What follows belongs to an exercise in optimizing a design on an open flow for small area, a short achievable clock period and few clock cycles; a production flow would make more cautious choices.
In this exercise RTL edits were held to simulation tests only and were not proved equivalent to the original.
Power and IR drop assume default switching activity.

--- flow/run.sh ---
#!/bin/bash
# synth_recipe.tcl (not shown) runs the flow's synth.tcl, then flattens the netlist and writes it again
# the make line also repeats each setting of config.mk as NAME=value (left out here)
make -C /OpenROAD-flow-scripts/flow DESIGN_CONFIG=/design/flow/config.mk WORK_HOME=/design/flow/orfs CLKGATE_MAP_FILE= SYNTH_SCRIPT=/design/flow/synth_recipe.tcl finish
--- flow/config.mk ---
export PLATFORM = sky130hd
export DESIGN_NAME = sobelEdgeTop
export DESIGN_NICKNAME = sobelEdgeTop
export VERILOG_FILES = /design/flow/design.v
export SDC_FILE = /design/flow/constraint.sdc
export NUM_CORES = 4
export LEC_CHECK = 0
export CAP_MARGIN = 20
export CORE_MARGIN = 2
export CORE_UTILIZATION = 50
export CTS_CLUSTER_DIAMETER = 60
export CTS_CLUSTER_SIZE = 26
export SETUP_SLACK_MARGIN = 3.7
export SLEW_MARGIN = 20
export SYNTH_HIERARCHICAL = 1
--- flow/constraint.sdc ---
create_clock -name core_clock -period 6.5 [get_ports {clock}]
set_input_delay 1.3000 -clock core_clock [delete_from_list [all_inputs] [get_ports {clock}]]
set_output_delay 1.3000 -clock core_clock [all_outputs]
set_load 0.01 [all_outputs]
--- flow/design.v ---
package sobelPkg;
	typedef logic [7:0]  grayT;  
	typedef logic [15:0] rgbT;   
	typedef enum logic [1:0] {
		viewGray,       
		viewEdge,       
		viewThreshold   
	} viewModeT;
	typedef enum logic [1:0] {
		pixelOutside,   
		pixelBorder,    
		pixelInterior   
	} pixelClassT;
	localparam int thresholdCount = 7;  
	function automatic grayT thresholdTable(input logic [2:0] index);
		case (index)
			3'd0:    thresholdTable = 8'd50;
			3'd1:    thresholdTable = 8'd100;
			3'd2:    thresholdTable = 8'd120;
			3'd3:    thresholdTable = 8'd140;
			3'd4:    thresholdTable = 8'd160;
			3'd5:    thresholdTable = 8'd180;
			3'd6:    thresholdTable = 8'd200;
			default: thresholdTable = 8'd220;
		endcase
	endfunction
	function automatic rgbT toRgb565(input grayT gray);
		toRgb565 = {gray[7:3], gray[7:2], gray[7:3]};  
	endfunction
endpackage
`timescale 1ns/1ps
module frameScanner #(
	parameter int imageWidth   = 16,
	parameter int imageHeight  = 12,
	parameter int screenWidth  = 20,
	parameter int screenHeight = 14,
	localparam int depth     = imageWidth * imageHeight,
	localparam int addrWidth = $clog2(depth),
	localparam int xWidth    = $clog2(screenWidth),
	localparam int yWidth    = $clog2(screenHeight)
) (
	input  logic                 clock,
	input  logic                 resetApp,
	input  logic                 loadValid,
	input  logic [addrWidth-1:0] loadAddr,
	input  sobelPkg::grayT       loadData,
	input  logic                 modeGray,    
	input  logic                 pixelValid,
	input  logic                 pixelReady,
	input  logic                 skidValid,
	input  logic                 lastPixel,   
	input  logic                 s2Valid,
	output logic                 rotate,
	output logic                 wrValid,
	output logic [addrWidth-1:0] wrPlace,
	output sobelPkg::grayT       wrData,
	output logic                 go,          
	output logic                 cmdIssue,    
	output logic                 cmdOutside,  
	output logic                 cmdBorder    
);
	localparam int centre = imageWidth + 1;  
	logic [addrWidth-1:0] sAfter;
	logic                 started;  
	logic [xWidth-1:0]    fx;       
	logic [yWidth-1:0]    fy;
	logic                 fImage;   
	logic                 fBorder;  
	logic [2:0]           lag;      
	logic                 hold;     
	logic                 ldValid1;  
	logic [addrWidth-1:0] ldAddr1;
	sobelPkg::grayT       ldData1;
	logic [addrWidth-1:0] sLoad;    
	logic needsWindow, aligned, startedNext, goNext, rotateOk;
	logic pixelOk, issueNext, rotateIssue, rotateNext, pop, push;
	logic [xWidth-1:0] nx;
	logic [yWidth-1:0] ny;
	assign needsWindow = fImage && (modeGray || !fBorder || !started);
	assign startedNext = !resetApp && (started || (aligned && !ldValid1));
	assign pop  = pixelValid && pixelReady;
	assign push = go && s2Valid;
	assign goNext = !resetApp && (skidValid ? (pop && !push) : (!pixelValid || pop || !push));
	assign rotateOk = !hold;
	assign pixelOk  = needsWindow ? (lag == 3'd0 && rotateOk)
	                              : (!fImage || rotateOk || lag != 3'd7);
	assign issueNext   = startedNext && goNext && pixelOk;
	assign rotateIssue = startedNext && rotateOk && (lag != 3'd0 || (issueNext && fImage));
	assign rotateNext  = startedNext ? rotateIssue : !aligned;
	function automatic logic [addrWidth-1:0] decMod(input logic [addrWidth-1:0] v);
		decMod = (v == '0) ? addrWidth'(depth - 1) : v - 1'b1;
	endfunction
	function automatic logic [addrWidth-1:0] lineUp(input logic [addrWidth-1:0] v);
		lineUp = (v == addrWidth'(centre)) ? v : decMod(v);
	endfunction
	logic [addrWidth-1:0] sNorm, sDec;
	assign sNorm = (sAfter >= addrWidth'(depth)) ? sAfter - addrWidth'(depth) : sAfter;
	assign sDec  = decMod(sNorm);
	always_ff @(posedge clock) begin
		rotate  <= rotateNext;
		sAfter  <= rotateNext ? sDec : sNorm;
		aligned <= rotateNext ? (sDec == addrWidth'(centre)) : (sNorm == addrWidth'(centre));
		sLoad   <= rotateNext ? lineUp(sDec) : lineUp(sNorm);
	end
	logic [4:0] placeCol, rowKept, rowCarried, placeRow;
	always_comb begin
		placeCol   = 5'(ldAddr1[3:0]) + 5'(sLoad[3:0]);
		rowKept    = 5'(ldAddr1[7:4]) + 5'(sLoad[7:4]);
		rowCarried = 5'(ldAddr1[7:4]) + 5'(sLoad[7:4]) + 5'd1;
		if (rowKept >= 5'(imageHeight))    rowKept    = rowKept - 5'(imageHeight);
		if (rowCarried >= 5'(imageHeight)) rowCarried = rowCarried - 5'(imageHeight);
		placeRow = placeCol[4] ? rowCarried : rowKept;
	end
	always_ff @(posedge clock) begin
		ldValid1 <= loadValid;
		ldAddr1  <= loadAddr;
		ldData1  <= loadData;
		wrValid  <= ldValid1;
		wrPlace  <= {placeRow[3:0], placeCol[3:0]};
		wrData   <= ldData1;
	end
	always_comb begin
		nx = fx + 1'b1;
		ny = fy;
		if (fx == xWidth'(screenWidth - 1)) begin
			nx = '0;
			ny = (fy == yWidth'(screenHeight - 1)) ? '0 : fy + 1'b1;
		end
	end
	always_ff @(posedge clock or posedge resetApp) begin
		if (resetApp) begin
			started    <= 1'b0;
			fx         <= '0;
			fy         <= '0;
			fImage     <= 1'b1;
			fBorder    <= 1'b1;
			lag        <= '0;
			hold       <= 1'b0;
			go         <= 1'b0;
			cmdIssue   <= 1'b0;
			cmdOutside <= 1'b0;
			cmdBorder  <= 1'b0;
		end else begin
			started    <= startedNext;
			go         <= goNext;
			cmdIssue   <= issueNext;
			cmdOutside <= !fImage;
			cmdBorder  <= fBorder;
			if (hold)                                       lag <= lag + 3'(issueNext && fImage);
			else if (!(issueNext && fImage) && lag != 3'd0) lag <= lag - 1'b1;
			hold       <= (hold && !(pop && lastPixel)) ||
			              (rotateIssue && sAfter == addrWidth'(centre + 1));
			if (issueNext) begin
				fx      <= nx;
				fy      <= ny;
				fImage  <= (nx < xWidth'(imageWidth)) && (ny < yWidth'(imageHeight));
				fBorder <= (nx == '0) || (nx == xWidth'(imageWidth - 1)) ||
				           (ny == '0) || (ny == yWidth'(imageHeight - 1));
			end
		end
	end
endmodule
`timescale 1ns/1ps
module imageMemory #(
	parameter int imageWidth  = 16,
	parameter int imageHeight = 12,
	localparam int depth     = imageWidth * imageHeight,
	localparam int addrWidth = $clog2(depth)
) (
	input  logic                 clock,
	input  logic                 rotate,    
	input  logic                 wrValid,   
	input  logic [addrWidth-1:0] wrPlace,
	input  sobelPkg::grayT       wrData,
	output sobelPkg::grayT       tapP1, tapP2, tapP3, tapP4, tapP5,
	output sobelPkg::grayT       tapP6, tapP7, tapP8, tapP9,  
	output logic [8:0]           tapPhase                     
);
	logic               phase;  
	logic [9:0]         phaseCopy;  
	logic [depth*8-1:0] ring;   
	sobelPkg::grayT     wrStored;
	logic [imageHeight-1:0] selRow;  
	logic [imageWidth-1:0]  selCol;
	always_ff @(posedge clock) begin
		phase     <= !phase;
		phaseCopy <= {phaseCopy[8:0], phase};
	end
	assign wrStored = wrData ^ {8{phase}};
	always_comb begin
		for (int i = 0; i < 9; i++) tapPhase[i] = phaseCopy[i + 1] ^ ((i + 1) % 2 == 0);
	end
	always_comb begin
		selRow = '0;
		selCol = '0;
		selRow[wrPlace[7:4]] = wrValid;
		selCol[wrPlace[3:0]] = 1'b1;
	end
	genvar k, b;
	generate
		for (k = 0; k < depth; k++) begin : g_place
			logic keep, shift, write;
			ringSelect u_select (
				.rotate, .rotateN(!rotate), .selRow(selRow[k / imageWidth]), .selCol(selCol[k % imageWidth]),
				.keep, .shift, .write
			);
			for (b = 0; b < 8; b++) begin : g_bit
				ringBit u_bit (
					.clock, .keep, .shift, .write, .next(ring[8*((k + 1) % depth) + b]),
					.data(wrStored[b]), .stored(ring[8*k + b])
				);
			end
		end
	endgenerate
	assign tapP1 = ring[8*0 +: 8];
	assign tapP2 = ring[8*1 +: 8];
	assign tapP3 = ring[8*2 +: 8];
	assign tapP4 = ring[8*imageWidth +: 8];
	assign tapP5 = ring[8*(imageWidth + 1) +: 8];
	assign tapP6 = ring[8*(imageWidth + 2) +: 8];
	assign tapP7 = ring[8*(2*imageWidth) +: 8];
	assign tapP8 = ring[8*(2*imageWidth + 1) +: 8];
	assign tapP9 = ring[8*(2*imageWidth + 2) +: 8];
endmodule
module ringSelect (
	input  logic rotate,
	input  logic rotateN,  
	input  logic selRow,
	input  logic selCol,
	output logic keep,
	output logic shift,
	output logic write
);
	assign write = selRow && selCol;
	assign keep  = !(rotate || write);
	assign shift = !(rotateN || write);
endmodule
module ringBit (
	input  logic clock,
	input  logic keep,
	input  logic shift,
	input  logic write,
	input  logic next,    
	input  logic data,
	output logic stored
);
	always_ff @(posedge clock) begin
		stored <= !((stored && keep) || (next && shift) || (data && write));
	end
endmodule
`timescale 1ns/1ps
module sobelKernel (
	input  logic           clock,
	input  logic           resetApp,
	input  logic           go,
	input  logic           cmdIssue,
	input  logic           cmdOutside,
	input  logic           cmdBorder,
	input  logic           modeGray,
	input  sobelPkg::grayT tapP1, tapP2, tapP3, tapP4, tapP5,
	input  sobelPkg::grayT tapP6, tapP7, tapP8, tapP9,  
	input  logic [8:0]     tapPhase,                    
	output logic           s3Valid,
	output sobelPkg::grayT s3Magnitude
);
	function automatic logic [9:0] sum121(input sobelPkg::grayT a, b, c, input logic p);
		logic [9:0] sumBits, carryBits;
		sumBits   = '0;
		carryBits = '0;
		sumBits[0]   = a[0] ^ c[0];
		carryBits[1] = p ? (!a[0] && !c[0]) : (a[0] && c[0]);
		for (int i = 1; i < 8; i++) begin
			sumBits[i]     = a[i] ^ b[i-1] ^ c[i] ^ p;
			carryBits[i+1] = ((a[i] && b[i-1]) || (a[i] && c[i]) || (b[i-1] && c[i])) ^ p;
		end
		sumBits[8] = b[7] ^ p;
		sum121 = sumBits + carryBits;
	endfunction
	function automatic sobelPkg::grayT sat8(input logic [9:0] sum);
		sat8 = (sum[9:8] != 2'b00) ? 8'hFF : sum[7:0];
	endfunction
	function automatic sobelPkg::grayT posDiff(input sobelPkg::grayT a, b);
		logic [8:0] diff;
		diff = {1'b0, a} - {1'b0, b};
		posDiff = diff[8] ? 8'd0 : diff[7:0];
	endfunction
	logic           s1Valid, s2Valid, s1Outside, s1Border;
	logic [9:0]     s1Top, s1Bottom, s1Left, s1Right;
	sobelPkg::grayT s2GradX, s2GradY;
	logic [8:0]     gradSum;
	always_ff @(posedge clock or posedge resetApp) begin
		if (resetApp) begin
			s1Valid <= 1'b0;
			s2Valid <= 1'b0;
			s3Valid <= 1'b0;
		end else if (go) begin
			s1Valid <= cmdIssue;
			s2Valid <= s1Valid;
			s3Valid <= s2Valid;
		end
	end
	assign gradSum = {1'b0, s2GradY} + {1'b0, s2GradX};
	always_ff @(posedge clock) begin
		if (go) begin
			s1Outside <= cmdOutside;
			s1Border  <= cmdBorder;
			s1Top     <= modeGray ? 10'(tapP5 ^ {8{tapPhase[4]}}) : sum121(tapP1, tapP2, tapP3, tapPhase[1]);
			s1Bottom  <= sum121(tapP7, tapP8, tapP9, tapPhase[7]);
			s1Left    <= sum121(tapP1, tapP4, tapP7, tapPhase[3]);
			s1Right   <= sum121(tapP3, tapP6, tapP9, tapPhase[5]);
			if (s1Outside) begin
				s2GradY <= 8'd0;
				s2GradX <= 8'd0;
			end else if (modeGray) begin
				s2GradY <= s1Top[7:0];
				s2GradX <= 8'd0;
			end else if (s1Border) begin
				s2GradY <= 8'hFF;
				s2GradX <= 8'd0;
			end else begin
				s2GradY <= posDiff(sat8(s1Top), sat8(s1Bottom));
				s2GradX <= posDiff(sat8(s1Right), sat8(s1Left));
			end
			s3Magnitude <= gradSum[8] ? 8'hFF : gradSum[7:0];
		end
	end
endmodule
`timescale 1ns/1ps
module pixelFormatter #(
	parameter int screenWidth  = 20,
	parameter int screenHeight = 14,
	localparam int xWidth = $clog2(screenWidth),
	localparam int yWidth = $clog2(screenHeight)
) (
	input  logic              clock,
	input  logic              resetApp,
	input  logic              push,       
	input  sobelPkg::grayT    magnitude,
	input  sobelPkg::grayT    threshold,  
	output logic              skidValid,
	output logic              lastPixel,
	output logic              pixelValid,
	input  logic              pixelReady,
	output logic [xWidth-1:0] pixelX,
	output logic [yWidth-1:0] pixelY,
	output sobelPkg::rgbT     pixelData
);
	sobelPkg::grayT value, gray, skidGray;
	logic           pop;
	assign value = (magnitude < threshold) ? 8'd0 : magnitude;
	assign pop       = pixelValid && pixelReady;
	assign lastPixel = (pixelX == xWidth'(screenWidth - 1)) && (pixelY == yWidth'(screenHeight - 1));
	assign pixelData = sobelPkg::toRgb565(gray);
	always_ff @(posedge clock or posedge resetApp) begin
		if (resetApp) begin
			pixelValid <= 1'b0;
			skidValid  <= 1'b0;
			pixelX     <= '0;
			pixelY     <= '0;
		end else begin
			if (skidValid) begin
				if (pop) skidValid <= push;
			end else if (pixelValid && !pop) begin
				skidValid <= push;
			end else begin
				pixelValid <= push;
			end
			if (pop) begin
				if (pixelX == xWidth'(screenWidth - 1)) begin
					pixelX <= '0;
					pixelY <= (pixelY == yWidth'(screenHeight - 1)) ? '0 : pixelY + 1'b1;
				end else begin
					pixelX <= pixelX + 1'b1;
				end
			end
		end
	end
	always_ff @(posedge clock) begin
		if (skidValid) begin
			if (pop) begin
				gray     <= skidGray;
				skidGray <= value;
			end
		end else if (pixelValid && !pop) begin
			skidGray <= value;
		end else begin
			gray <= value;
		end
	end
endmodule
`timescale 1ns/1ps
module sobelEdgeTop #(
	parameter int imageWidth   = 16,
	parameter int imageHeight  = 12,
	parameter int screenWidth  = 20,
	parameter int screenHeight = 14,
	localparam int addrWidth = $clog2(imageWidth * imageHeight),
	localparam int xWidth    = $clog2(screenWidth),
	localparam int yWidth    = $clog2(screenHeight)
) (
	input  logic                      clock,
	input  logic                      resetApp,
	input  logic                      loadValid,
	input  logic [addrWidth-1:0]      loadAddr,
	input  sobelPkg::grayT                      loadData,
	input  sobelPkg::viewModeT                  viewMode,
	input  logic [sobelPkg::thresholdCount-1:0] thresholdSelect,
	output logic                      pixelValid,
	input  logic                      pixelReady,
	output logic [xWidth-1:0]         pixelX,
	output logic [yWidth-1:0]         pixelY,
	output sobelPkg::rgbT                       pixelData
);
	logic                 rotate, wrValid, go, cmdIssue, cmdOutside, cmdBorder;
	logic                 s3Valid, skidValid, lastPixel, modeGray;
	logic [addrWidth-1:0] wrPlace;
	logic [2:0]           thresholdIndex;
	sobelPkg::grayT       wrData, magnitude, threshold;
	sobelPkg::grayT       tapP1, tapP2, tapP3, tapP4, tapP5, tapP6, tapP7, tapP8, tapP9;
	logic [8:0]           tapPhase;
	sobelPkg::viewModeT                  modeReg;
	logic [sobelPkg::thresholdCount-1:0] selectReg;
	always_comb begin
		case (selectReg)
			7'b0000001: thresholdIndex = 3'd1;
			7'b0000010: thresholdIndex = 3'd2;
			7'b0000100: thresholdIndex = 3'd3;
			7'b0001000: thresholdIndex = 3'd4;
			7'b0010000: thresholdIndex = 3'd5;
			7'b0100000: thresholdIndex = 3'd6;
			7'b1000000: thresholdIndex = 3'd7;
			default:    thresholdIndex = 3'd0;
		endcase
	end
	always_ff @(posedge clock) begin
		modeReg   <= viewMode;
		selectReg <= thresholdSelect;
	end
	assign modeGray = (modeReg == sobelPkg::viewGray);
	always_ff @(posedge clock) begin
		threshold <= (modeReg == sobelPkg::viewThreshold) ? sobelPkg::thresholdTable(thresholdIndex)
		                                                  : 8'd0;
	end
	frameScanner #(
		.imageWidth(imageWidth), .imageHeight(imageHeight),
		.screenWidth(screenWidth), .screenHeight(screenHeight)
	) u_frameScanner (
		.clock, .resetApp, .loadValid, .loadAddr, .loadData, .modeGray,
		.pixelValid, .pixelReady, .skidValid, .lastPixel, .s2Valid(s3Valid),
		.rotate, .wrValid, .wrPlace, .wrData, .go, .cmdIssue, .cmdOutside, .cmdBorder
	);
	imageMemory #(.imageWidth(imageWidth), .imageHeight(imageHeight)) u_imageMemory (
		.clock, .rotate, .wrValid, .wrPlace, .wrData,
		.tapP1, .tapP2, .tapP3, .tapP4, .tapP5, .tapP6, .tapP7, .tapP8, .tapP9, .tapPhase
	);
	sobelKernel u_sobelKernel (
		.clock, .resetApp, .go, .cmdIssue, .cmdOutside, .cmdBorder, .modeGray,
		.tapP1, .tapP2, .tapP3, .tapP4, .tapP5, .tapP6, .tapP7, .tapP8, .tapP9, .tapPhase,
		.s3Valid, .s3Magnitude(magnitude)
	);
	pixelFormatter #(.screenWidth(screenWidth), .screenHeight(screenHeight)) u_pixelFormatter (
		.clock, .resetApp, .push(go && s3Valid), .magnitude, .threshold,
		.skidValid, .lastPixel, .pixelValid, .pixelReady, .pixelX, .pixelY, .pixelData
	);
endmodule
==> impl_results.md, run 1 <==
* Hold path cells at 0
* Gr ovfl total at 0
* Detail Placement HPWL at 102.6 mm
* Clock Path Buffers at 3
* First-pass GRT wire length at 277.1 mm
* Critical path peak fanout at 12
* Initial Utilization at 0.5037
* Max cap viols at 0
* H-tree depth at 4
* Die area at 127,400 sq um
* Cells along the critical path: o21ai_0 -> a31oi_2 -> nor2b_4 -> buf_4 -> a21oi_1 -> a222oi_1
* # setup viols final at 0
* Largest net degree at the start of global routing at 132
* Vias in the first global route at 47,910
* Final Instance Count excl. Fillers at 6,955
* Rel. slew slack at 0.2261
* Reg-to-Reg End: u_imageMemory.g_place[178].g_bit[2].u_bit.stored
* Final worst-path cycle share at 0.4271
* Clock sink total at 1,726
* Crit path kind: flip-flop to flip-flop
* Cell area power density at 577.0 nW/um^2
* R2R cell count at 6
* DR vias at 51,190
* Clock Tree Root: clkbuf_16
* RSZ-0062 raised after global routing: yes
* Placed cells at 6,581
* Ports at 55
* Syn Area/Cell at 12.54 sq um
* DR WL met2 at 83.40 mm
* WP data required at 7.10 ns
* Footprint of the multi-input gates at 27,060 sq um
* Tmin final at 2.776 ns
* Netlist Area Pre-Place at 62,270 sq um
* Status: finished clean
* Slowest CP cell: dfxtp_1
* Average vias per placed instance at 7.360
* Fmax at 360.2 MHz
* Row Count at 129
* Initial antenna violation count at 3
* Hold path endpoint: u_imageMemory.phaseCopy[8]
* Overall power at 41.63 mW
* Worst-Margin Slew at 1.161 ns
* Final Max Slew Viols at 0
* Post-route DRC violation count at 0
* Clock latency on the worst-skew pair at 0.77 ns
* Placer Congestion at 0.8226
* DRT met1 WL at 77.76 mm
* CP startpoint kind: flip-flop
* Leakage at 30.64 nW
* Met3 routed WL at 16.20 mm
* R2R setup slack at 3.72 ns
* DR top layer: met4
* Nets@finish at 5,374
* Reg area at 35,610 sq um
* Die Width at 356.9 um
* WL/cell at 26.07 um
* Mapped Cells at 4,967
* Worst Path Buf+Inv at 1
* Hold Fails Final Rpt at 0
* WP data arrival at 3.38 ns
* Initial DRC count at 11,180
* All-Layer GR Usage at 0.2681
* Area grow syn2layout at 15.86%
* Crit. path cell count at 6
* Crit path max-delay family: compound AO/OA/AOI/OAI gates
* Syn_nets at 5,132
* CTS tree: yes
* IO buf count at 54
* Hold Crit Class: flip-flop to flip-flop
* Min Hold Slack at 0.3261 ns
* Die span in y at 356.9 um
* Worst setup EP type: flip-flop
* Worst hold path startpoint: u_imageMemory.phaseCopy[7]
* Worst path max stage delay at 0.65 ns
* Worst IR drop on VDD at 0.5158 mV
* Share of cells above drive strength 1 at 0.1313
* CTS Buf Count at 134
* Utilization after layout at 0.5836
* Area of the core at 123,600 sq um
* Ys Warns at 12
* Clk_skew at 0.03093 ns
* # fillers at 10,290
* Setup TNS at 0 ns
* Detailed Routing Iterations Pass 1 at 22
* Worst flop-to-flop path startpoint: u_frameScanner.wrPlace[3]
* Remaining antenna violation count at 0
* DRT Wirelength at 181.3 mm
* Clk slew on worst S/H paths at 0.08 ns
## stage by stage
step	setup WS (ns)	cell area, sq um
3_3_place_gp	2.226	64860
3_5_place_dp	2.216	64860
4_1_cts	3.602	70930
5_1_grt	3.619	72150
6_report	3.724	72150
2_1_floorplan	1.858	62430
## where the power goes
| part | switching, mW | internal, mW | leakage (nW) |
|---|---|---|---|
| combinational | 6.81 | 5.92 | 13.7 |
| clock | 4.32 | 4.48 | 2.28 |
| sequential | 3.69 | 16.4 | 14.7 |
## metal layers
layer,up-vias,track usage
li1,23020,-
met1,25600,0.3767
met2,2341,0.4295
met3,233,0.04158
met4,0,0.07420
met5,-,0
## state kept, by name (all words and copies together), names as in the netlist, 9 cells and up
signal,flops
u_sobelKernel.s1Right,10
u_sobelKernel.s1Top,10
u_imageMemory.g_place.g_bit.u_bit.stored,1536
u_sobelKernel.s1Left,10
u_sobelKernel.s1Bottom,10
u_imageMemory.phaseCopy,9
## how the worst max path moves through the flow
stage	from	to	slack, ns
final	u_frameScanner.wrPlace[3]	u_imageMemory.g_place[178].g_bit[2].u_bit.stored	3.72
after global routing	u_frameScanner.wrPlace[1]	u_imageMemory.g_place[34].g_bit[2].u_bit.stored	3.62
after CTS	u_frameScanner.wrPlace[4]	u_imageMemory.g_place[178].g_bit[2].u_bit.stored	3.60
after detailed placement	resetApp	u_frameScanner.lag[1]	2.22
after global placement	resetApp	u_frameScanner.lag[1]	2.23
after floorplan	u_frameScanner.rotate	u_imageMemory.g_place[0].g_bit[0].u_bit.stored	1.86
## what timing repair did
item,4_1_cts,5_1_grt
hold buffers,0,0
buffers inserted,65,30
gates resized for setup,151,198
pin swaps,26,39
setup endpoints to repair,1580,1456
cloned,26,8
## cell usage in the layout (no fill, tap or decap), types with 13 or more instances in the layout
cell type,instances
nor2_4,29
inv_1,75
inv_8,17
dfxtp_1,1592
nand2b_1,20
clkdlybuf4s50_1,26
or3_1,21
xor2_1,80
buf_4,85
ha_1,92
edfxtp_1,84
a21o_1,15
a222oi_1,1536
nor2b_1,23
o21ai_0,35
dlygate4sd2_1,14
nand2_1,70
o21a_1,13
nand3_1,27
buf_12,31
nor2_1,84
a21oi_1,309
dfrtp_1,28
clkinvlp_4,18
nor3_1,39
and2_1,193
a21oi_2,121
xnor2_1,39
inv_6,21
o21ai_1,16
buf_6,18
a31oi_1,14
fa_1,32
clkbuf_16,144
## cell type report
cell class / count / area share
Sequential cell: 1726 / 0.4936
Multi-Input combinational cell: 3060 / 0.3750
Clock buffer: 150 / 0.04979
Timing Repair Buffer: 205 / 0.03274
Tap cell: 1637 / 0.02839
Clock inverter: 94 / 0.01575
Inverter: 81 / 0.004578
Timing Repair inverter: 1 / 0.0001041
Antenna cell: 1 / 0.00003468
Testbench counts, summed over its fixed seeds: cycles 38,760.
==> run 2, diff against run 1 <==
--- a/flow/config.mk
+++ b/flow/config.mk
@@ -9,7 +9,7 @@
 export CORE_MARGIN = 2
 export CORE_UTILIZATION = 50
 export CTS_CLUSTER_DIAMETER = 60
-export CTS_CLUSTER_SIZE = 26
-export SETUP_SLACK_MARGIN = 3.7
+export CTS_CLUSTER_SIZE = 30
+export SETUP_SLACK_MARGIN = 3.85
 export SLEW_MARGIN = 20
 export SYNTH_HIERARCHICAL = 1
==> impl_results.md, run 2 <==
* Status: finished clean (unchanged)
* R2R cell count at 9 (was 6)
* Detail Placement HPWL at 102.6 mm (unchanged)
* Area grow syn2layout at 17.15% (was 15.86%)
* Max cap viols at 0 (unchanged)
* Die area at 127,400 sq um (unchanged)
* Setup TNS at 0 ns (unchanged)
* Commonest non-fill, non-tap cell in the layout: dfxtp_1 (unchanged)
* DR vias at 51,350 (was 51,190)
* Initial DRC count at 11,920 (was 11,180)
* Die span in y at 356.9 um (unchanged)
* All-Layer GR Usage at 0.2709 (was 0.2681)
* Ys Warns at 12 (unchanged)
* Remaining antenna violation count at 0 (unchanged)
* Utilization after layout at 0.5901 (was 0.5836)
* Final Max Slew Viols at 0 (unchanged)
* Hold Fails Final Rpt at 0 (unchanged)
* CTS tree: yes (unchanged)
* Placer Congestion at 0.8226 (unchanged)
* Crit path to: u_sobelKernel.s2GradX[6] (was u_imageMemory.g_place[178].g_bit[2].u_bit.stored)
* # setup viols final at 0 (unchanged)
* H-tree depth at 4 (unchanged)
* RSZ-0062 raised after global routing: yes (unchanged)
* Fmax at 371.0 MHz (was 360.2 MHz)
* Initial Utilization at 0.5037 (unchanged)
* Post-route DRC violation count at 0 (unchanged)
* CTS Buf Count at 134 (unchanged)
* Average vias per placed instance at 7.337 (was 7.360)
* Die Width at 356.9 um (unchanged)
* Rel. slew slack at 0.2316 (was 0.2261)
* Row Count at 129 (unchanged)
* M2 GR Usage at 0.4325 (was 0.4295)
* Clock latency on the worst-skew pair at 0.78 ns (was 0.77 ns)
* Most frequent cells in the layout: dfxtp_1, a222oi_1, a21oi_1 (unchanged)
* Mapped Cells at 4,967 (unchanged)
* Clock Path Buffers at 3 (unchanged)
* Vias in the first global route at 48,190 (was 47,910)
* Biggest register: u_imageMemory.g_place.g_bit.u_bit.stored (unchanged)
* ANT cells at 0 (was 1)
* Syn_nets at 5,132 (unchanged)
* GR Layer Usage met1 at 0.3804 (was 0.3767)
* Leakage at 30.92 nW (was 30.64 nW)
* Ports at 55 (unchanged)
* Nets@finish at 5,419 (was 5,374)
* Fin area at 72,960 sq um (was 72,150 sq um)
* Met3 Track Usage GR at 0.04087 (was 0.04158)
* Syn Area/Cell at 12.54 sq um (unchanged)
* Largest net degree at the start of global routing at 132 (unchanged)
* Netlist Area Pre-Place at 62,270 sq um (unchanged)
* Max reg flops at 1,536 (unchanged)
* DRT Wirelength at 185.5 mm (was 181.3 mm)
* Critical Path Start: u_sobelKernel.s1Right[8] (was u_frameScanner.wrPlace[3])
* WP data required at 7.00 ns (was 7.10 ns)
* Cell area power density at 578.6 nW/um^2 (was 577.0 nW/um^2)
* WP data arrival at 3.19 ns (was 3.38 ns)
* WL/cell at 26.50 um (was 26.07 um)
* First-pass GRT wire length at 279.6 mm (was 277.1 mm)
* Gr ovfl total at 0 (unchanged)
* Clk_skew at 0.03162 ns (was 0.03093 ns)
* Hold Crit Class: flip-flop to flip-flop (unchanged)
* Initial antenna violation count at 2 (was 3)
* Final worst-path cycle share at 0.4147 (was 0.4271)
* Worst-Margin Slew at 1.153 ns (was 1.161 ns)
* Crit path kind: flip-flop to flip-flop (unchanged)
* Worst setup EP type: flip-flop (unchanged)
* Detailed Routing Iterations Pass 1 at 17 (was 22)
* Share of cells above drive strength 1 at 0.1615 (was 0.1313)
* Clock Tree Root: clkbuf_16 (unchanged)
* Worst flop-to-flop path startpoint: u_sobelKernel.s1Right[8] (was u_frameScanner.wrPlace[3])
* Critical path peak fanout at 5 (was 12)
* GRT Max-Usage Layer: met2 (unchanged)
* R2R setup slack at 3.80 ns (was 3.72 ns)
* CP startpoint kind: flip-flop (unchanged)
* Clk slew on worst S/H paths at 0.06 ns (was 0.08 ns)
* Worst IR drop on VDD at 0.6384 mV (was 0.5158 mV)
* Reg-to-Reg End: u_sobelKernel.s2GradX[6] (was u_imageMemory.g_place[178].g_bit[2].u_bit.stored)
* IO buf count at 54 (unchanged)
* Tmin final at 2.695 ns (was 2.776 ns)
* Placed Instance Area at 64,860 sq um (unchanged)
* Clock sink total at 1,726 (unchanged)
* Area of the core at 123,600 sq um (unchanged)
[run 2: how the worst min path moves through the flow]
stage	startpoint	to	cells past startpoint
6_report	u_imageMemory.phaseCopy[7]	u_imageMemory.phaseCopy[8]	0
5_1_grt	u_imageMemory.phaseCopy[0]	u_imageMemory.phaseCopy[1]	0
4_1_cts	u_imageMemory.phaseCopy[7]	u_imageMemory.phaseCopy[8]	0
3_5_place_dp	u_frameScanner.ldData1[4]	u_frameScanner.wrData[4]	0
3_3_place_gp	u_imageMemory.phaseCopy[7]	u_imageMemory.phaseCopy[8]	0
2_1_floorplan	u_frameScanner.ldData1[0]	u_frameScanner.wrData[0]	0
[run 2: power by group]
part	leakage, nW	total, mW	switching (mW)	internal [mW]
Clock	2.27	8.76	4.32	4.44
Combinational	14.0	13.3	7.08	6.26
Sequential	14.7	20.1	3.70	16.4
Total	30.9	42.2	15.1	27.1
[run 2: timing repair]
item / 4_1_cts / 5_1_grt
endpoints found under the setup margin: 1622 / 1579
resized for setup: 311 / 232
hold buffers: 0 / 0
cloned: 26 / 11
buffers inserted: 99 / 38
pin swaps: 47 / 56
[run 2: cell type report]
cell class | count | area, sq um
Timing Repair Buffer | 250 | 2806
Multi-Input combinational cell | 3060 | 27430
Inverter | 81 | 330.3
Tap cell | 1637 | 2048
Sequential cell | 1726 | 35630
Fill cell | 10210 | 50680
Timing Repair inverter | 1 | 7.507
Clock buffer | 150 | 3592
Clock inverter | 94 | 1116
[run 2: worst max-delay path, cell delays in order (launching register included)]
cell	delay (ns)
edfxtp_1	0.47
buf_4	0.18
or3_1	0.34
ha_1	0.36
a21o_1	0.20
a221oi_2	0.33
nor2b_2	0.10
o31ai_4	0.24
buf_4	0.17
nor3_1	0.06
[run 2: through the flow]
step,cells,power [mW],worst slack (ns),hold WS (ns)
3_5_place_dp,6581,31.53,2.216,0.3121
2_1_floorplan,4967,27.99,1.858,0.3096
4_1_cts,6950,41.44,3.686,0.3261
3_3_place_gp,6581,31.15,2.226,0.3114
5_1_grt,6999,44.65,3.659,0.3317
6_report,6999,42.21,3.805,0.3263
[run 2: routing by layer]
metal | wire, um | vias up | part of all wire
met5 | 0 | - | 0
met4 | 4869 | 0 | 0.026
met3 | 16740 | 266 | 0.090
met2 | 84440 | 2330 | 0.46
met1 | 79420 | 25630 | 0.43
li1 | - | 23130 | -
==> run 3, diff against run 2 <==
--- a/flow/design.v
+++ b/flow/design.v
@@ -276,13 +276,12 @@
 		sumBits[8] = b[7] ^ p;
 		sum121 = sumBits + carryBits;
 	endfunction
-	function automatic sobelPkg::grayT sat8(input logic [9:0] sum);
-		sat8 = (sum[9:8] != 2'b00) ? 8'hFF : sum[7:0];
-	endfunction
-	function automatic sobelPkg::grayT posDiff(input sobelPkg::grayT a, b);
+	function automatic sobelPkg::grayT gradient(input logic [9:0] a, b);
 		logic [8:0] diff;
-		diff = {1'b0, a} - {1'b0, b};
-		posDiff = diff[8] ? 8'd0 : diff[7:0];
+		diff = {1'b0, a[7:0]} - {1'b0, b[7:0]};
+		if (b[9:8] != 2'b00)      gradient = 8'd0;
+		else if (a[9:8] != 2'b00) gradient = ~b[7:0];
+		else                      gradient = diff[8] ? 8'd0 : diff[7:0];
 	endfunction
 	logic           s1Valid, s2Valid, s1Outside, s1Border;
 	logic [9:0]     s1Top, s1Bottom, s1Left, s1Right;
@@ -318,8 +317,8 @@
 				s2GradY <= 8'hFF;
 				s2GradX <= 8'd0;
 			end else begin
-				s2GradY <= posDiff(sat8(s1Top), sat8(s1Bottom));
-				s2GradX <= posDiff(sat8(s1Right), sat8(s1Left));
+				s2GradY <= gradient(s1Top, s1Bottom);
+				s2GradX <= gradient(s1Right, s1Left);
 			end
 			s3Magnitude <= gradSum[8] ? 8'hFF : gradSum[7:0];
 		end
==> impl_results.md, run 3 <==
* Hold Crit Class: flip-flop to flip-flop (unchanged)
* WP data arrival at 3.17 ns (was 3.19 ns)
* WP data required at 7.00 ns (about the same)
* Ys Warns at 12 (unchanged)
* Biggest register: u_imageMemory.g_place.g_bit.u_bit.stored (unchanged)
* Placer Congestion at 0.8219 (was 0.8226)
* Status: finished clean (unchanged)
* Final Max Slew Viols at 0 (unchanged)
* Fmax at 375.2 MHz (was 371.0 MHz)
* Die area at 127,800 sq um (was 127,400 sq um)
* Syn_nets at 5,145 (was 5,132)
* Largest net degree at the start of global routing at 193 (was 132)
* DRT Wirelength at 182.4 mm (was 185.5 mm)
* Detail Placement HPWL at 99.19 mm (was 102.6 mm)
* # setup viols final at 0 (unchanged)
* CP startpoint kind: flip-flop (unchanged)
* Netlist Area Pre-Place at 62,460 sq um (was 62,270 sq um)
* Average vias per placed instance at 7.331 (was 7.337)
* Worst setup EP type: flip-flop (unchanged)
* Most frequent cells in the layout: dfxtp_1, a222oi_1, a21oi_2 (was dfxtp_1, a222oi_1, a21oi_1)
* Vias in the first global route at 48,400 (was 48,190)
* Ports at 55 (unchanged)
* Worst path max stage delay at 0.49 ns (was 0.47 ns)
* Max reg flops at 1,536 (unchanged)
* IO buf count at 54 (unchanged)
* Worst Path Buf+Inv at 0 (was 2)
* H-tree depth at 4 (unchanged)
* Initial antenna violation count at 2 (unchanged)
* Area of the core at 123,800 sq um (was 123,600 sq um)
* Final worst-path cycle share at 0.4101 (was 0.4147)
* CTS Buf Count at 132 (was 134)
* Clock latency on the worst-skew pair at 0.79 ns (was 0.78 ns)
* Worst IR drop on VDD at 0.3029 mV (was 0.6384 mV)
* DR vias at 51,150 (was 51,350)
* Critical path peak fanout at 3 (was 5)
* Leakage at 31.71 nW (was 30.92 nW)
* Crit path kind: flip-flop to flip-flop (unchanged)
* Detailed Routing Iterations Pass 1 at 17 (unchanged)
* RSZ-0062 raised after global routing: yes (unchanged)
* Initial Utilization at 0.5045 (was 0.5037)
* First-pass GRT wire length at 277.6 mm (was 279.6 mm)
* Slowest CP cell: fa_1 (was edfxtp_1)
* Post-route DRC violation count at 0 (unchanged)
* Syn Area/Cell at 12.55 sq um (was 12.54 sq um)
* Area grow syn2layout at 17.26% (was 17.15%)
* Tmin final at 2.665 ns (was 2.695 ns)
* Worst-Margin Slew at 1.205 ns (was 1.153 ns)
* Nets@finish at 5,401 (was 5,419)
* Row Count at 129 (unchanged)
* Clock Path Buffers at 3 (unchanged)
* Rel. slew slack at 0.1968 (was 0.2316)
* Clock Tree Root: clkbuf_16 (unchanged)
* Clk slew on worst S/H paths at 0.09 ns (was 0.06 ns)
* Share of cells above drive strength 1 at 0.1718 (was 0.1615)
* Mapped Cells at 4,978 (was 4,967)
* Max cap viols at 0 (unchanged)
* Clk_skew at 0.03287 ns (was 0.03162 ns)
* Commonest non-fill, non-tap cell in the layout: dfxtp_1 (unchanged)
* Gr ovfl total at 0 (unchanged)
* CTS tree: yes (unchanged)
* Die Width at 357.4 um (was 356.9 um)
* WL/cell at 26.14 um (was 26.50 um)
* Die span in y at 357.4 um (was 356.9 um)
* Hold Fails Final Rpt at 0 (unchanged)
* Setup TNS at 0 ns (unchanged)
* Cell area power density at 358.8 nW/um^2 (was 578.6 nW/um^2)
* Crit path max-delay family: adder cells (was compound AO/OA/AOI/OAI gates)
* Clock sink total at 1,726 (unchanged)
* Min Hold Slack at 0.3278 ns (was 0.3263 ns)
* All-Layer GR Usage at 0.2685 (was 0.2709)
* Cells along the critical path: fa_1 -> xor2_1 -> ha_2 -> fa_2 -> a21o_1 -> a21oi_2 -> nor2b_1 -> o21a_1 -> nor2_2 -> xnor2_2 (was buf_4 -> or3_1 -> ha_1 -> a21o_1 -> a221oi_2 -> nor2b_2 -> o31ai_4 -> buf_4 -> nor3_1)
* Remaining antenna violation count at 0 (unchanged)
* Initial DRC count at 11,350 (was 11,920)
-- run 3: layer usage --
layer | track usage | share of wire | vias up | routed length, um
li1 | - | - | 23050 | -
met1 | 0.3649 | 0.42 | 25560 | 77170
met2 | 0.4384 | 0.47 | 2264 | 85050
met3 | 0.03939 | 0.084 | 281 | 15240
met4 | 0.09050 | 0.027 | 0 | 4919
met5 | 0 | 0 | - | 0
-- run 3: final timing paths --
path | start | end | slack [ns] | cells past startpoint
max | u_imageMemory.g_place[0].g_bit[1].u_bit.stored | u_sobelKernel.s1Left[7] | 3.83 | 10
min | u_frameScanner.ldData1[0] | u_frameScanner.wrData[0] | 0.33 | 0
max reg2reg | u_imageMemory.g_place[0].g_bit[1].u_bit.stored | u_sobelKernel.s1Left[7] | 3.83 | 10
min reg2reg | u_frameScanner.ldData1[0] | u_frameScanner.wrData[0] | 0.33 | 0
max in group asynchronous | resetApp | u_pixelFormatter.pixelY[1] | 5.36 | 2
min in group asynchronous | resetApp | u_sobelKernel.s3Valid | 0.67 | 2
-- run 3: area by class of cell --
type / count / area [sq um]
fill: 10000 / 50560
sequential: 1726 / 35630
timing repair inverter: 2 / 12.51
inverter: 82 / 346.6
clock inverter: 79 / 1015
clock buffer: 160 / 3655
tap: 1637 / 2048
antenna: 1 / 2.502
timing repair buffer: 228 / 2706
multi-input combinational: 3062 / 27820
-- run 3: what timing repair did --
action,in CTS,in global routing
setup endpoints to repair,1623,1586
hold buffers,0,0
buffers inserted,77,40
cloned,24,13
pin swaps,44,44
resized for setup,436,226
-- run 3: worst register-to-register path: stages (launching register included) --
cell,delay [ns]
dfxtp_4,0.38
fa_1,0.49
xor2_1,0.18
ha_2,0.18
fa_2,0.34
a21o_1,0.17
a21oi_2,0.16
nor2b_1,0.07
o21a_1,0.20
nor2_2,0.12
xnor2_2,0.08
-- run 3: report_power, final --
group / switching [mW] / total (mW) / leakage [nW] / internal (mW)
clock: 4.10 / 8.77 / 2.27 / 4.67
combinational: 2.23 / 4.06 / 14.8 / 1.83
sequential: 1.12 / 13.4 / 14.7 / 12.3
total: 7.45 / 26.3 / 31.7 / 18.8
-- run 3: metrics by stage --
stage                     instances    util  setup slack, ns  total power [mW]  area, sq um
after floorplan                4978       -            1.858             15.83        62620
after global placement         6583  0.5251            1.666             16.87        65010
after detailed placement       6583  0.5251            1.631             16.97        65010
after CTS                      6923  0.5801            3.777             26.13        71820
after global routing           6977  0.5916            3.704             27.39        73240
final                          6977  0.5916            3.835             26.28        73240
Testbench counts of run 3, summed over its fixed seeds: cycles 38,760.
==> run 4, diff against run 3 <==
--- a/flow/config.mk
+++ b/flow/config.mk
@@ -7,9 +7,9 @@
 export LEC_CHECK = 0
 export CAP_MARGIN = 20
 export CORE_MARGIN = 2
-export CORE_UTILIZATION = 50
+export CORE_UTILIZATION = 55
 export CTS_CLUSTER_DIAMETER = 60
 export CTS_CLUSTER_SIZE = 30
-export SETUP_SLACK_MARGIN = 3.85
+export SETUP_SLACK_MARGIN = 3.95
 export SLEW_MARGIN = 20
 export SYNTH_HIERARCHICAL = 1
==> impl_results.md, run 4 <==
* R2R cell count at 10 (unchanged)
* Ports at 55 (unchanged)
* Die area at 116,300 sq um (was 127,800 sq um)
* Reg-to-Reg End: u_sobelKernel.s1Left[7] (unchanged)
* Max reg flops at 1,536 (unchanged)
* Average vias per placed instance at 7.546 (was 7.331)
* Final Max Slew Viols at 0 (unchanged)
* Worst-Margin Slew at 1.129 ns (was 1.205 ns)
* ANT cells at 0 (was 1)
* Pre-CTS setup slack at 2.202 ns (was 1.631 ns)
* IO buf count at 54 (unchanged)
* Post-cts hold buffer count at 0 (unchanged)
* Worst IR drop on VDD at 0.2870 mV (was 0.3029 mV)
* Detail Placement HPWL at 99.27 mm (was 99.19 mm)
* Initial DRC count at 12,780 (was 11,350)
* Cells along the critical path: fa_1 -> xor2_1 -> ha_2 -> fa_2 -> a21o_1 -> a21oi_2 -> nor2b_1 -> o21a_1 -> nor2_2 -> xnor2_2 (unchanged)
* Fmax at 370.5 MHz (was 375.2 MHz)
* Clock sink total at 1,726 (unchanged)
* Worst path max stage delay at 0.49 ns (about the same)
* Leakage at 32.16 nW (was 31.71 nW)
* Syn Area/Cell at 12.55 sq um (unchanged)
* Slowest CP cell: fa_1 (unchanged)
* Rel. slew slack at 0.2475 (was 0.1968)
* Min Hold Slack at 0.3286 ns (was 0.3278 ns)
* Gr ovfl total at 0 (unchanged)
* Clk_skew at 0.04915 ns (was 0.03287 ns)
* Final worst-path cycle share at 0.4152 (was 0.4101)
* CP startpoint kind: flip-flop (unchanged)
* Final Instance Count excl. Fillers at 6,893 (was 6,977)
* # fillers at 8,489 (was 10,000)
* Commonest non-fill, non-tap cell in the layout: dfxtp_1 (unchanged)
* Critical Path Start: u_imageMemory.g_place[0].g_bit[1].u_bit.stored (unchanged)
* Initial antenna violation count at 3 (was 2)
* Ys Warns at 12 (unchanged)
* Area of the core at 112,500 sq um (was 123,800 sq um)
* Placer Congestion at 0.8196 (was 0.8219)
* WL/cell at 27.44 um (was 26.14 um)
* H-tree depth at 4 (unchanged)
* Area grow syn2layout at 17.99% (was 17.26%)
* All-Layer GR Usage at 0.2979 (was 0.2685)
* Worst setup EP type: flip-flop (unchanged)
* Detailed Routing Iterations Pass 1 at 17 (unchanged)
* Biggest register: u_imageMemory.g_place.g_bit.u_bit.stored (unchanged)
* Max cap viols at 0 (unchanged)
* Clock Tree Root: clkbuf_16 (unchanged)
* Clock Path Buffers at 3 (unchanged)
* Share of cells above drive strength 1 at 0.1704 (was 0.1718)
* Largest net degree at the start of global routing at 179 (was 193)
* Setup TNS at 0 ns (unchanged)
* Netlist Area Pre-Place at 62,460 sq um (unchanged)
* WP data required at 6.98 ns (was 7.00 ns)
* R2R setup slack at 3.80 ns (was 3.83 ns)
* Hold Fails Final Rpt at 0 (unchanged)
* First-pass GRT wire length at 281.5 mm (was 277.6 mm)
* Worst flop-to-flop path startpoint: u_imageMemory.g_place[0].g_bit[1].u_bit.stored (unchanged)
* CTS Buf Count at 133 (was 132)
* DRT Wirelength at 189.2 mm (was 182.4 mm)
* Hold Crit Class: flip-flop to flip-flop (unchanged)
* Die Width at 341.0 um (was 357.4 um)
* Tmin final at 2.699 ns (was 2.665 ns)
* Worst hold path startpoint: u_frameScanner.ldData1[3] (was u_frameScanner.ldData1[0])
* Clk slew on worst S/H paths at 0.09 ns (about the same)
* WP data arrival at 3.18 ns (was 3.17 ns)
* RSZ-0062 raised after global routing: yes (unchanged)
* Crit path kind: flip-flop to flip-flop (unchanged)
* Hold path endpoint: u_frameScanner.wrData[3] (was u_frameScanner.wrData[0])
* Remaining antenna violation count at 0 (unchanged)
* Die span in y at 341.0 um (was 357.4 um)
* Most frequent cells in the layout: dfxtp_1, a222oi_1, a21oi_1 (was dfxtp_1, a222oi_1, a21oi_2)
* # setup viols final at 0 (unchanged)
* Status: finished clean (unchanged)
* CTS tree: yes (unchanged)
* Row Count at 123 (was 129)
* Syn_nets at 5,145 (unchanged)
* Hold path cells at 0 (unchanged)
* Initial Utilization at 0.5552 (was 0.5045)
* Overall power at 26.62 mW (was 26.28 mW)
* Reg area at 35,650 sq um (was 35,630 sq um)
* Cell area power density at 361.2 nW/um^2 (was 358.8 nW/um^2)
* Placed cells at 6,450 (was 6,583)
* Post-route DRC violation count at 0 (unchanged)
* Setup WS post-layout at 3.801 ns (was 3.835 ns)
* Footprint of the multi-input gates at 27,700 sq um (was 27,820 sq um)
* Mapped Cells at 4,978 (unchanged)
* Critical path peak fanout at 3 (unchanged)
* Clock latency on the worst-skew pair at 0.77 ns (was 0.79 ns)
* DR vias at 52,020 (was 51,150)
* Nets@finish at 5,455 (was 5,401)
* Vias in the first global route at 48,650 (was 48,400)
==> run 4: layout make-up <==
type / count / share of cell area
tap: 1500 / 0.02547
timing repair inverter: 2 / 0.0002037
multi-input combinational: 3060 / 0.3758
clock buffer: 155 / 0.04924
sequential: 1726 / 0.4837
clock inverter: 85 / 0.01618
timing repair buffer: 283 / 0.04480
inverter: 82 / 0.004618
==> run 4: per-stage QoR <==
stage	utilization	instance area, sq um
after floorplan	-	62620
after global placement	0.5769	64900
after detailed placement	0.5769	64900
after CTS	0.6411	72130
after global routing	0.6551	73700
final	0.6551	73700
==> run 4: worst max-delay path by stage <==
stage	end	slack, ns	cells past startpoint
final	u_sobelKernel.s1Left[7]	3.80	10
after global routing	u_sobelKernel.s1Left[7]	3.72	10
after CTS	pixelData[8]	3.81	1
after detailed placement	u_frameScanner.sLoad[2]	2.20	10
after global placement	u_frameScanner.sLoad[2]	2.25	9
after floorplan	u_imageMemory.g_place[0].g_bit[0].u_bit.stored	1.86	3
==> run 4: power by group <==
| part | switching [mW] | leakage (nW) | internal, mW |
|---|---|---|---|
| Clock | 4.27 | 2.33 | 4.67 |
| Combinational | 2.30 | 15.2 | 1.92 |
| Sequential | 1.14 | 14.7 | 12.3 |
| Total | 7.71 | 32.2 | 18.9 |
==> run 4: layer usage <==
layer / global-route usage / wire [um] / vias up
met4: 0.09921 / 5951 / 0
met2: 0.4829 / 86720 / 2719
met3: 0.03799 / 17780 / 326
met1: 0.4132 / 78730 / 25810
met5: 0 / 0 / -
li1: - / - / 23170
==> run 4: timing repair <==
| item | in CTS | in global routing |
|---|---|---|
| pin swaps | 58 | 76 |
| cloned | 26 | 14 |
| buffers inserted | 99 | 64 |
| setup endpoints to repair | 1619 | 1610 |
| resized for setup | 426 | 187 |
| endpoints found under the hold margin | 0 | 0 |
==> run 4: critical path, delay by kind of cell (launching register included) <==
kind,cells,cell delay (ns)
adder cells (fa/ha/maj),3,1.03
AO/OA/AOI/OAI,3,0.51
XOR/XNOR,2,0.30
AND/OR/NAND/NOR,2,0.20
flip-flops,1,0.38
==> run 5, diff against run 4 <==
--- a/flow/config.mk
+++ b/flow/config.mk
@@ -7,9 +7,9 @@
 export LEC_CHECK = 0
 export CAP_MARGIN = 20
 export CORE_MARGIN = 2
-export CORE_UTILIZATION = 55
-export CTS_CLUSTER_DIAMETER = 60
-export CTS_CLUSTER_SIZE = 30
-export SETUP_SLACK_MARGIN = 3.95
+export CORE_UTILIZATION = 50
+export CTS_CLUSTER_DIAMETER = 100
+export CTS_CLUSTER_SIZE = 28
+export SETUP_SLACK_MARGIN = 3.85
 export SLEW_MARGIN = 20
 export SYNTH_HIERARCHICAL = 1
==> impl_results.md, run 5 <==
* First-pass GRT wire length at 273.2 mm (was 281.5 mm)
* Max reg flops at 1,536 (unchanged)
* Initial antenna violation count at 2 (was 3)
* CP startpoint kind: flip-flop (unchanged)
* Fin area at 70,100 sq um (was 73,700 sq um)
* Detailed Routing Iterations Pass 1 at 17 (unchanged)
* Worst-Margin Slew at 1.434 ns (was 1.129 ns)
* Area grow syn2layout at 12.23% (was 17.99%)
* Vias in the first global route at 47,310 (was 48,650)
* Hold path endpoint: u_frameScanner.wrData[0] (was u_frameScanner.wrData[3])
* WL/cell at 26.23 um (was 27.44 um)
* Die Width at 357.4 um (was 341.0 um)
* Share of cells above drive strength 1 at 0.1348 (was 0.1704)
* # setup viols final at 0 (unchanged)
* Worst flop-to-flop path startpoint: u_frameScanner.rotate (was u_imageMemory.g_place[0].g_bit[1].u_bit.stored)
* Hold path cells at 0 (unchanged)
* Placed Instance Area at 65,010 sq um (was 64,900 sq um)
* WP data arrival at 3.30 ns (was 3.18 ns)
* Worst IR drop on VDD at 0.2249 mV (was 0.2870 mV)
* IO buf count at 54 (unchanged)
* Combinational Power Share at 0.174 (was 0.158)
* DRT Wirelength at 178.8 mm (was 189.2 mm)
* Syn Area/Cell at 12.55 sq um (unchanged)
* Hold Fails Final Rpt at 0 (unchanged)
* Nets@finish at 5,331 (was 5,455)
* Remaining antenna violation count at 0 (unchanged)
* Status: finished clean (unchanged)
* Ys Warns at 12 (unchanged)
* Max cap viols at 0 (unchanged)
* Setup WS post-layout at 3.724 ns (was 3.801 ns)
* P_int at 16.25 mW (was 18.91 mW)
* Placer Congestion at 0.8219 (was 0.8196)
* Clock sink total at 1,726 (unchanged)
* Die area at 127,800 sq um (was 116,300 sq um)
* Rel. slew slack at 0.04373 (was 0.2475)
* Initial DRC count at 11,680 (was 12,780)
* Syn_nets at 5,145 (unchanged)
* CTS tree: yes (unchanged)
* Pre-CTS setup slack at 1.631 ns (was 2.202 ns)
* Area of the core at 123,800 sq um (was 112,500 sq um)
* RSZ-0062 raised after global routing: yes (unchanged)
* Setup TNS at 0 ns (unchanged)
* Row Count at 129 (was 123)
* Clk_skew at 0.03837 ns (was 0.04915 ns)
* WP data required at 7.03 ns (was 6.98 ns)
* R2R cell count at 4 (was 10)
* Commonest non-fill, non-tap cell in the layout: dfxtp_1 (unchanged)
* Reg-to-Reg End: u_imageMemory.g_place[77].g_bit[7].u_bit.stored (was u_sobelKernel.s1Left[7])
* Fmax at 360.2 MHz (was 370.5 MHz)
* Hold Crit Class: flip-flop to flip-flop (unchanged)
* Clk slew on worst S/H paths at 0.10 ns (was 0.09 ns)
* Clock latency on the worst-skew pair at 0.69 ns (was 0.77 ns)
* Detail Placement HPWL at 99.19 mm (was 99.27 mm)
* CTS Buf Count at 72 (was 133)
* Post-route DRC violation count at 0 (unchanged)
* Final Max Slew Viols at 0 (unchanged)
* All-Layer GR Usage at 0.2628 (was 0.2979)
* Leakage at 30.30 nW (was 32.16 nW)
* Average vias per placed instance at 7.381 (was 7.546)
* Tmin final at 2.776 ns (was 2.699 ns)
* DR vias at 50,300 (was 52,020)
* R2R setup slack at 3.72 ns (was 3.80 ns)
* Biggest register: u_imageMemory.g_place.g_bit.u_bit.stored (unchanged)
* Critical path peak fanout at 128 (was 3)
* Clock Power Share at 0.237 (was 0.336)
* Ports at 55 (unchanged)
* Initial Utilization at 0.5045 (was 0.5552)
* Mapped Cells at 4,978 (unchanged)
* Cell area power density at 325.6 nW/um^2 (was 361.2 nW/um^2)
* Final worst-path cycle share at 0.4271 (was 0.4152)
* Gr ovfl total at 0 (unchanged)
* Clock Path Buffers at 3 (unchanged)
* Worst setup EP type: flip-flop (unchanged)
* Sw Pwr at 6.576 mW (was 7.711 mW)
* Crit path kind: flip-flop to flip-flop (unchanged)
* Clock Tree Root: clkbuf_16 (unchanged)
* Die span in y at 357.4 um (was 341.0 um)
* Flop pwr share at 0.589 (was 0.506)
* Most frequent cells in the layout: dfxtp_1, a222oi_1, a21oi_1 (unchanged)
* Largest net degree at the start of global routing at 193 (was 179)
* H-tree depth at 3 (was 4)
* Worst hold path startpoint: u_frameScanner.ldData1[0] (was u_frameScanner.ldData1[3])
* Netlist Area Pre-Place at 62,460 sq um (unchanged)
* Switching power share of the total at 0.2881 (was 0.2897)
## run 5: cell types whose count changed in the layout (fill, tap and decap cells not counted), sizes merged, moves of 4 or more
| cell | change |
|---|---|
| bufinv | -11 |
| clkbuf | -79 |
| buf | -65 |
| inv | -33 |
| clkinv | -26 |
| clkdlybuf4s15 | +4 |
| clkinvlp | -7 |
## run 5: how the worst max path moves through the flow
| stage | endpoint | slack [ns] | from | cells after the start |
|---|---|---|---|---|
| CTS | pixelData[14] | 3.78 | u_pixelFormatter.gray[6] | 1 |
| finish | u_imageMemory.g_place[77].g_bit[7].u_bit.stored | 3.72 | u_frameScanner.rotate | 4 |
| floorplan | u_imageMemory.g_place[0].g_bit[0].u_bit.stored | 1.86 | u_frameScanner.rotate | 3 |
| global placement | u_frameScanner.sLoad[0] | 1.67 | resetApp | 9 |
| global route | u_imageMemory.g_place[77].g_bit[7].u_bit.stored | 3.69 | u_frameScanner.rotate | 4 |
| detailed placement | u_frameScanner.sLoad[0] | 1.63 | resetApp | 9 |
## run 5: final cells by class
type | count | area, sq um
multi-input combinational | 3062 | 27650
sequential | 1726 | 35640
timing repair buffer | 218 | 2419
clock buffer | 79 | 1913
tap | 1637 | 2048
inverter | 82 | 346.6
antenna | 1 | 2.502
timing repair inverter | 2 | 10.01
clock inverter | 8 | 76.32
fill | 10290 | 53700
## run 5: power groups by stage
stage | combinational [mW] | sequential (mW) | clock [mW]
2_1_floorplan | 2.64 | 13.2 | 0
3_3_place_gp | 3.24 | 13.6 | 0
3_5_place_dp | 3.33 | 13.6 | 0
4_1_cts | 3.72 | 13.4 | 5.56
5_1_grt | 4.39 | 13.6 | 5.91
6_report | 3.98 | 13.4 | 5.41
## run 5: metal layers
| layer | part of all wire | GRT usage | vias up | routed length [um] |
|---|---|---|---|---|
| met3 | 0.079 | 0.03005 | 197 | 14080 |
| met4 | 0.021 | 0.07008 | 0 | 3673 |
| met1 | 0.43 | 0.3644 | 25180 | 76570 |
| met5 | 0 | 0 | - | 0 |
| li1 | - | - | 22790 | - |
| met2 | 0.47 | 0.4355 | 2136 | 84450 |
## run 5: critical path, cell delays in order (launching register included)
cell and delay [ns]:
dfxtp_4 0.79, inv_16 0.33, clkbuf_8 0.49, a21oi_1 0.69
a222oi_1 0.15
## run 5: what timing repair did
item,in CTS,in global routing
cloned,23,6
gates resized for setup,353,228
endpoints found under the setup margin,1623,1583
pin swaps,42,43
hold buffers,0,0
buffers inserted,70,45
## run 5: stage by stage
stage / power, mW / utilization / instances / hold WS, ns
after global placement: 16.87 / 0.5251 / 6583 / 0.3104
after global routing: 23.89 / 0.5662 / 6814 / 0.3461
after detailed placement: 16.97 / 0.5251 / 6583 / 0.3121
after CTS: 22.68 / 0.5558 / 6763 / 0.3377
final: 22.83 / 0.5663 / 6815 / 0.3369
after floorplan: 15.83 / - / 4978 / 0.3096
==> run 6, diff against run 5 <==
--- a/flow/config.mk
+++ b/flow/config.mk
@@ -9,7 +9,7 @@
 export CORE_MARGIN = 2
 export CORE_UTILIZATION = 50
 export CTS_CLUSTER_DIAMETER = 100
-export CTS_CLUSTER_SIZE = 28
-export SETUP_SLACK_MARGIN = 3.85
+export CTS_CLUSTER_SIZE = 26
+export SETUP_SLACK_MARGIN = 3.9
 export SLEW_MARGIN = 20
 export SYNTH_HIERARCHICAL = 1
==> impl_results.md, run 6 <==
* Status: finished clean (unchanged)
* Average vias per placed instance at 7.410 (was 7.381)
* Max reg flops at 1,536 (unchanged)
* IO buf count at 54 (unchanged)
* Largest net degree at the start of global routing at 193 (unchanged)
* Post-route DRC violation count at 0 (unchanged)
* Crit path kind: flip-flop to flip-flop (unchanged)
* Remaining antenna violation count at 0 (unchanged)
* Switching power share of the total at 0.2883 (was 0.2881)
* First-pass GRT wire length at 276.0 mm (was 273.2 mm)
* Initial DRC count at 11,520 (was 11,680)
* Placed Instance Area at 65,010 sq um (unchanged)
* Clock Tree Root: clkbuf_16 (unchanged)
* Row Count at 129 (unchanged)
* Final Instance Count excl. Fillers at 6,840 (was 6,815)
* Clock Path Buffers at 3 (unchanged)
* Clock latency on the worst-skew pair at 0.71 ns (was 0.69 ns)
* Syn_nets at 5,145 (unchanged)
* DRT Wirelength at 180.6 mm (was 178.8 mm)
* Sw Pwr at 6.660 mW (was 6.576 mW)
* Setup TNS at 0 ns (unchanged)
* Final worst-path cycle share at 0.4186 (was 0.4271)
* Placer Congestion at 0.8219 (unchanged)
* Fin area at 70,800 sq um (was 70,100 sq um)
* Overall power at 23.10 mW (was 22.83 mW)
* Placed cells at 6,583 (unchanged)
* Max cap viols at 0 (unchanged)
* R2R setup slack at 3.78 ns (was 3.72 ns)
* Syn Area/Cell at 12.55 sq um (unchanged)
* WL/cell at 26.40 um (was 26.23 um)
* Critical path peak fanout at 6 (was 128)
* Area grow syn2layout at 13.35% (was 12.23%)
* RSZ-0062 raised after global routing: yes (unchanged)
* Die Width at 357.4 um (unchanged)
* CTS tree: yes (unchanged)
* Detailed Routing Iterations Pass 1 at 17 (unchanged)
* Clock sink total at 1,726 (unchanged)
* All-Layer GR Usage at 0.2658 (was 0.2628)
* Die area at 127,800 sq um (unchanged)
* Netlist Area Pre-Place at 62,460 sq um (unchanged)
* Worst setup EP type: flip-flop (unchanged)
* Hold Fails Final Rpt at 0 (unchanged)
* Commonest non-fill, non-tap cell in the layout: dfxtp_1 (unchanged)
* Cell area power density at 326.3 nW/um^2 (was 325.6 nW/um^2)
* P_int at 16.44 mW (was 16.25 mW)
* Biggest register: u_imageMemory.g_place.g_bit.u_bit.stored (unchanged)
* Fmax at 367.5 MHz (was 360.2 MHz)
* Hold Crit Class: flip-flop to flip-flop (unchanged)
* Initial Utilization at 0.5045 (unchanged)
* Area of the core at 123,800 sq um (unchanged)
* Worst IR drop on VDD at 0.2428 mV (was 0.2249 mV)
* Clk_skew at 0.02668 ns (was 0.03837 ns)
* Worst-Margin Slew at 1.229 ns (was 1.434 ns)
* Clock Power Share at 0.241 (was 0.237)
* H-tree depth at 3 (unchanged)
* CTS Buf Count at 76 (was 72)
* Mapped Cells at 4,978 (unchanged)
* Nets@finish at 5,354 (was 5,331)
* # setup viols final at 0 (unchanged)
* Ys Warns at 12 (unchanged)
* Combinational Power Share at 0.177 (was 0.174)
* Ports at 55 (unchanged)
* Initial antenna violation count at 2 (unchanged)
* Most frequent cells in the layout: dfxtp_1, a222oi_1, a21oi_2 (was dfxtp_1, a222oi_1, a21oi_1)
* Share of cells above drive strength 1 at 0.1579 (was 0.1348)
* Die span in y at 357.4 um (unchanged)
* Detail Placement HPWL at 99.19 mm (unchanged)
* Leakage at 30.49 nW (was 30.30 nW)
* Vias in the first global route at 47,820 (was 47,310)
* WP data arrival at 3.32 ns (was 3.30 ns)
* CP startpoint kind: flip-flop (unchanged)
* Clk slew on worst S/H paths at 0.11 ns (was 0.10 ns)
* Final Max Slew Viols at 0 (unchanged)
* WP data required at 7.09 ns (was 7.03 ns)
* Flop pwr share at 0.582 (was 0.589)
* Gr ovfl total at 0 (unchanged)
* Rel. slew slack at 0.1804 (was 0.04373)
* Tmin final at 2.721 ns (was 2.776 ns)
* DR vias at 50,690 (was 50,300)
## run 6: final timing paths
| kind | from | to | cells past startpoint |
|---|---|---|---|
| worst max register to register | u_frameScanner.sLoad[4] | u_frameScanner.wrPlace[6] | 12 |
| worst min-delay path | u_frameScanner.ldData1[4] | u_frameScanner.wrData[4] | 0 |
| worst max-delay path | u_frameScanner.sLoad[4] | u_frameScanner.wrPlace[6] | 12 |
| min in group asynchronous | resetApp | u_sobelKernel.s1Valid | 2 |
| worst min register to register | u_frameScanner.ldData1[4] | u_frameScanner.wrData[4] | 0 |
| max in group asynchronous | resetApp | u_pixelFormatter.pixelValid | 2 |
## run 6: timing repair
action | CTS | global route
cloned | 26 | 7
hold buffers | 0 | 0
pin swaps | 48 | 40
resized for setup | 440 | 273
endpoints found under the setup margin | 1631 | 1567
hold endpoints to repair | 0 | 0
setup buffers | 94 | 36
## run 6: through the flow
stage	setup slack, ns	utilization	hold WS (ns)
3_3_place_gp	1.666	0.5251	0.3104
3_5_place_dp	1.631	0.5251	0.3121
6_report	3.779	0.5719	0.3331
2_1_floorplan	1.858	-	0.3096
4_1_cts	3.860	0.5603	0.3347
5_1_grt	3.688	0.5718	0.3450
## run 6: routing by layer
layer / GRT usage / routed length, um
met1: 0.3679 / 76820
met2: 0.4373 / 84480
met3: 0.03163 / 15030
met4: 0.07765 / 4251
met5: 0 / 13
## run 6: layout make-up
class / count / area (sq um)
Antenna cell: 2 / 5.005
Clock buffer: 86 / 2046
Clock inverter: 6 / 62.56
Fill cell: 10270 / 53000
Inverter: 82 / 346.6
Multi-Input combinational cell: 3062 / 28020
Sequential cell: 1726 / 35640
Tap cell: 1637 / 2048
Timing Repair Buffer: 236 / 2614
Timing Repair inverter: 3 / 17.52
## run 6: power groups by stage
stage	Sequential [mW]	Clock (mW)	Combinational [mW]
after floorplan	13.2	0	2.64
after global placement	13.6	0	3.24
after detailed placement	13.6	0	3.33
after CTS	13.4	5.70	3.80
after global routing	13.6	6.07	4.50
final	13.4	5.56	4.09
## run 6: worst max-delay path: stages (launching register included)
cell	delay, ns
dfxtp_4	0.38
ha_4	0.17
fa_2	0.43
nand2b_4	0.18
and2_4	0.17
nor2_4	0.14
xnor2_2	0.07
ha_2	0.20
nand2_4	0.09
nand2_4	0.06
o311ai_4	0.34
o221ai_2	0.15
a22oi_2	0.25

## re-timing with driven ports
How much do the figures lean on ideal ports? The routed layouts below were timed once more, with nothing changed but the port constraints.
Step 1 sets driving cells, clkbuf_16 on the clock port and buf_2 on the other inputs (assumed; they add their load-dependent delay and slew).
Step 2, shift: input delay + t, output delay - t, t = (earliest + latest rising clock arrival at the registers) / 2. This alone moves slack from input paths to output paths.
Slacks: ideal ports / drivers / drivers and shift; pairs: ideal ports / drivers.
run	shift t [ns]	setup slack, ns	clock arrival spread, ns
run 1	0.836	3.724 / 3.685 / 3.089	0.044 / 0.044
run 2	0.839	3.805 / 3.797 / 3.228	0.045 / 0.045
run 3	0.845	3.835 / 3.773 / 3.195	0.037 / 0.036
run 4	0.816	3.801 / 3.801 / 3.181	0.052 / 0.052
run 5	0.746	3.724 / 3.724 / 3.291	0.039 / 0.039
run 6	0.768	3.779 / 3.779 / 3.360	0.036 / 0.035
After both steps every run listed still meets setup and hold. The setup slack of run 3, which loses most, moves by -0.062 ns with the drivers and by -0.640 ns with both steps.
